Source: an optimization exercise on an open RTL-to-GDS flow (aim: small area and a short achievable clock period). Production flows keep margins and buffers that such runs may drop.
The RTL was checked by simulation tests, not by an equivalence proof against the original design.
Power figures rest on the tool's default switching activity, not on a simulated workload.

==> flow/design.v <==
module mr_o22ai (input logic a1, a2, b1, b2, output logic y);
  assign y = ~((a1 | a2) & (b1 | b2));
endmodule
module mr_a222oi (input logic a1, a2, b1, b2, c1, c2, output logic y);
  assign y = ~((a1 & a2) | (b1 & b2) | (c1 & c2));
endmodule
module mr_a22oi (input logic a1, a2, b1, b2, output logic y);
  assign y = ~((a1 & a2) | (b1 & b2));
endmodule
module mr_nand4 (input logic a, b, c, d, output logic y);
  assign y = ~(a & b & c & d);
endmodule
module mr_nand3 (input logic a, b, c, output logic y);
  assign y = ~(a & b & c);
endmodule
module mr_nor3 (input logic a, b, c, output logic y);
  assign y = ~(a | b | c);
endmodule
module mr_sel32 (input logic [31:0] sel, input logic [31:0] q, output logic y_n);
  logic [10:0] l1;    
  logic [2:0]  l2;    
  for (genvar k = 0; k < 10; k++) begin : g_l1
    mr_a222oi u (.a1(sel[3*k]), .a2(q[3*k]), .b1(sel[3*k+1]), .b2(q[3*k+1]),
                 .c1(sel[3*k+2]), .c2(q[3*k+2]), .y(l1[k]));
  end
  mr_a22oi u_l1_last (.a1(sel[30]), .a2(q[30]), .b1(sel[31]), .b2(q[31]), .y(l1[10]));
  mr_nand4 u_l2_0 (.a(l1[0]), .b(l1[1]), .c(l1[2]), .d(l1[3]), .y(l2[0]));
  mr_nand4 u_l2_1 (.a(l1[4]), .b(l1[5]), .c(l1[6]), .d(l1[7]), .y(l2[1]));
  mr_nand3 u_l2_2 (.a(l1[8]), .b(l1[9]), .c(l1[10]), .y(l2[2]));
  mr_nor3 u_l3 (.a(l2[0]), .b(l2[1]), .c(l2[2]), .y(y_n));
endmodule
module main_mem_responder (
  input  logic        clk,
  input  logic        rst,
  input  logic        MemoryRequest,
  input  logic        MemoryWriteEnable,
  input  logic [15:0] MemoryAddressIn,
  input  logic [15:0] MemoryDataIn,
  output logic        MemStall,
  output logic        MemDataValid,
  output logic [15:0] MemDataOut,
  output logic [15:0] MemAddressOut
);
  logic [15:0] mem_q [256];
  logic        ph_q;                  
  logic        busy_q;                
  logic        rv0_q, rv1_q, rv2_q, rv3_q;
  logic [15:0] ra0_q, ra1_q, ra2_q, ra3_q;
  logic [15:0] wpa_q [2], wpb_q [2];  
  logic [15:0] wc_q;                  
  logic [31:0] rsel_q [2];            
  logic [15:0] grpn_q [8];            
  logic        ph2_q;                 
  logic [15:0] do_q;
  logic rd_accept, wr_accept;
  assign rd_accept = rst & MemoryRequest & ~MemoryWriteEnable;
  assign wr_accept = rst & MemoryRequest & MemoryWriteEnable & ~busy_q;
  assign MemStall  = rst & MemoryRequest & MemoryWriteEnable & busy_q;
  always_ff @(posedge clk) begin
    ph_q   <= ~ph_q;
    busy_q <= rst & (rd_accept | rv0_q | rv1_q);
    rv0_q  <= rd_accept;
    rv1_q  <= rst & rv0_q;
    rv2_q  <= rst & rv1_q;
    rv3_q  <= rst & rv2_q;
    for (int c = 0; c < 2; c++) begin
      for (int i = 0; i < 16; i++) begin
        wpa_q[c][i] <= wr_accept & (MemoryAddressIn[4:1] == i[3:0]) & (MemoryAddressIn[5] == c[0]);
        wpb_q[c][i] <= (MemoryAddressIn[8:5] == i[3:0]) & (MemoryAddressIn[1] == c[0]);
      end
    end
    wc_q   <= MemoryDataIn ^ {16{~ph_q}};
    ra0_q  <= MemoryAddressIn;
    ra1_q  <= ra0_q;
    ra2_q  <= ra1_q;
    ra3_q  <= (rst & rv2_q) ? ra2_q : 16'h0000;
    for (int c = 0; c < 2; c++)
      for (int i = 0; i < 32; i++) rsel_q[c][i] <= (ra0_q[5:1] == i[4:0]) & (ra0_q[6] == c[0]);
  end
  logic [255:0] wr1, wr2;
  always_comb begin
    for (int w = 0; w < 256; w++) begin
      wr1[w] = wpa_q[(w / 16) % 2][w % 16] & wpb_q[w % 2][w / 16];
      wr2[w] = ~wr1[w];
    end
  end
  logic [15:0] mem_d [256];
  for (genvar w = 0; w < 256; w++) begin : g_row
    for (genvar b = 0; b < 16; b++) begin : g_bit
      mr_o22ai u_nx (.a1(mem_q[w][b]), .a2(wr1[w]), .b1(wc_q[b]), .b2(wr2[w]), .y(mem_d[w][b]));
    end
  end
  always_ff @(posedge clk) begin
    for (int w = 0; w < 256; w++) mem_q[w] <= mem_d[w];
  end
  logic [15:0] grpn [8];
  for (genvar g = 0; g < 8; g++) begin : g_eighth
    for (genvar b = 0; b < 16; b++) begin : g_bit
      logic [31:0] col;
      for (genvar i = 0; i < 32; i++) begin : g_w
        assign col[i] = mem_q[g * 32 + i][b];
      end
      mr_sel32 u_sel (.sel(rsel_q[g % 2]), .q(col), .y_n(grpn[g][b]));
    end
  end
  always_ff @(posedge clk) begin
    for (int g = 0; g < 8; g++) grpn_q[g] <= grpn[g];
    ph2_q <= ph_q;
    do_q  <= (rst & rv2_q) ? (grpn_q[ra2_q[8:6]] ^ {16{~ph2_q}}) : 16'h0000;
  end
  assign MemDataValid  = rv3_q;
  assign MemDataOut    = do_q;
  assign MemAddressOut = ra3_q;
endmodule
Settings: LEC_CHECK=0, CAP_MARGIN=20, CORE_MARGIN=2, CORE_UTILIZATION=40, CTS_CLUSTER_DIAMETER=80, CTS_CLUSTER_SIZE=24, SETUP_SLACK_MARGIN=1.2, SLEW_MARGIN=20, SYNTH_HIERARCHICAL=1; clock period 3.5 ns.
run.sh (not shown) runs the stock make flow with config.mk's settings and CLKGATE_MAP_FILE= SYNTH_SCRIPT=/design/flow/synth_recipe.tcl, a recipe that flattens the netlist after the stock synthesis.
Edit:
--- a/flow/design.v
+++ b/flow/design.v
@@ -1,5 +1,5 @@
-module mr_o22ai (input logic a1, a2, b1, b2, output logic y);
-  assign y = ~((a1 | a2) & (b1 | b2));
+module mr_o22a (input logic a1, a2, b1, b2, output logic y);
+  assign y = (a1 | a2) & (b1 | b2);
 endmodule
 module mr_a222oi (input logic a1, a2, b1, b2, c1, c2, output logic y);
   assign y = ~((a1 & a2) | (b1 & b2) | (c1 & c2));
@@ -42,52 +42,46 @@
   output logic [15:0] MemAddressOut
 );
   logic [15:0] mem_q [256];
-  logic        ph_q;                  
   logic        busy_q;                
   logic        rv0_q, rv1_q, rv2_q, rv3_q;
   logic [15:0] ra0_q, ra1_q, ra2_q, ra3_q;
-  logic [15:0] wpa_q [2], wpb_q [2];  
+  logic [15:0] wpa_q, wpb_q;          
   logic [15:0] wc_q;                  
-  logic [31:0] rsel_q [2];            
+  logic [31:0] rsel_q;                
   logic [15:0] grpn_q [8];            
-  logic        ph2_q;                 
   logic [15:0] do_q;
   logic rd_accept, wr_accept;
   assign rd_accept = rst & MemoryRequest & ~MemoryWriteEnable;
   assign wr_accept = rst & MemoryRequest & MemoryWriteEnable & ~busy_q;
   assign MemStall  = rst & MemoryRequest & MemoryWriteEnable & busy_q;
   always_ff @(posedge clk) begin
-    ph_q   <= ~ph_q;
     busy_q <= rst & (rd_accept | rv0_q | rv1_q);
     rv0_q  <= rd_accept;
     rv1_q  <= rst & rv0_q;
     rv2_q  <= rst & rv1_q;
     rv3_q  <= rst & rv2_q;
-    for (int c = 0; c < 2; c++) begin
-      for (int i = 0; i < 16; i++) begin
-        wpa_q[c][i] <= wr_accept & (MemoryAddressIn[4:1] == i[3:0]) & (MemoryAddressIn[5] == c[0]);
-        wpb_q[c][i] <= (MemoryAddressIn[8:5] == i[3:0]) & (MemoryAddressIn[1] == c[0]);
-      end
+    for (int i = 0; i < 16; i++) begin
+      wpa_q[i] <= wr_accept & (MemoryAddressIn[4:1] == i[3:0]);
+      wpb_q[i] <= (MemoryAddressIn[8:5] == i[3:0]);
     end
-    wc_q   <= MemoryDataIn ^ {16{~ph_q}};
+    wc_q   <= MemoryDataIn;
     ra0_q  <= MemoryAddressIn;
     ra1_q  <= ra0_q;
     ra2_q  <= ra1_q;
     ra3_q  <= (rst & rv2_q) ? ra2_q : 16'h0000;
-    for (int c = 0; c < 2; c++)
-      for (int i = 0; i < 32; i++) rsel_q[c][i] <= (ra0_q[5:1] == i[4:0]) & (ra0_q[6] == c[0]);
+    for (int i = 0; i < 32; i++) rsel_q[i] <= (ra0_q[5:1] == i[4:0]);
   end
   logic [255:0] wr1, wr2;
   always_comb begin
     for (int w = 0; w < 256; w++) begin
-      wr1[w] = wpa_q[(w / 16) % 2][w % 16] & wpb_q[w % 2][w / 16];
+      wr1[w] = wpa_q[w % 16] & wpb_q[w / 16];
       wr2[w] = ~wr1[w];
     end
   end
   logic [15:0] mem_d [256];
   for (genvar w = 0; w < 256; w++) begin : g_row
     for (genvar b = 0; b < 16; b++) begin : g_bit
-      mr_o22ai u_nx (.a1(mem_q[w][b]), .a2(wr1[w]), .b1(wc_q[b]), .b2(wr2[w]), .y(mem_d[w][b]));
+      mr_o22a u_nx (.a1(mem_q[w][b]), .a2(wr1[w]), .b1(wc_q[b]), .b2(wr2[w]), .y(mem_d[w][b]));
     end
   end
   always_ff @(posedge clk) begin
@@ -100,13 +94,12 @@
       for (genvar i = 0; i < 32; i++) begin : g_w
         assign col[i] = mem_q[g * 32 + i][b];
       end
-      mr_sel32 u_sel (.sel(rsel_q[g % 2]), .q(col), .y_n(grpn[g][b]));
+      mr_sel32 u_sel (.sel(rsel_q), .q(col), .y_n(grpn[g][b]));
     end
   end
   always_ff @(posedge clk) begin
     for (int g = 0; g < 8; g++) grpn_q[g] <= grpn[g];
-    ph2_q <= ph_q;
-    do_q  <= (rst & rv2_q) ? (grpn_q[ra2_q[8:6]] ^ {16{~ph2_q}}) : 16'h0000;
+    do_q  <= (rst & rv2_q) ? ~grpn_q[ra2_q[8:6]] : 16'h0000;
   end
   assign MemDataValid  = rv3_q;
   assign MemDataOut    = do_q;
Effect: The new run passed the timing, DRC and antenna checks. Via count went down by about 1.8%. Worst hold slack gets worse by 0.0088 ns. Power hardly moves. Register-to-register slack hardly moves. Utilization went down by 0.50 points. Fmax went up by 0.40%. Critical path depth does not change. Worst setup slack gets better by 0.0095 ns. Clock-buffer cell count went up by 1. Sequential cell count went down by 66. Wire length went down by about 0.6%. Non-clock buffer count went down by 226. Design area went up by about 4.5%.

separate check: timing with driven ports:
The results above use ideal ports. As a check the final layouts listed here were re-extracted and re-timed, cells and wires unchanged.
Step 1 (the two cells are an assumption about what drives the block):
set clk [get_ports {clk}]
set_driving_cell -lib_cell sky130_fd_sc_hd__clkbuf_16 $clk
set_driving_cell -lib_cell sky130_fd_sc_hd__buf_2 [delete_from_list [all_inputs] $clk]
Step 2 adds t to the input delays and takes it off the output delays; t is the mean of the earliest and latest rising clock arrival at the registers after step 1. Input paths then give back, and output paths get back, about the clock's delay inside the block.
a / b / c = ideal / step 1 / step 2; a / b = the first two.
| run | shift t [ns] | slack for setup (ns) | worst hold slack (ns) | cell pins on the clock port's net |
|---|---|---|---|---|
| the first run | 1.042 | 1.112 / 1.089 / 0.822 | 0.163 / 0.082 / 0.332 | 1 |
| the second run | 1.064 | 1.122 / 1.105 / 0.747 | 0.154 / 0.064 / 0.330 | 1 |
After both steps every run listed still meets setup and hold. For the second run, which loses most, drivers alone change the setup slack by -0.017 ns; drivers and shift together by -0.375 ns.
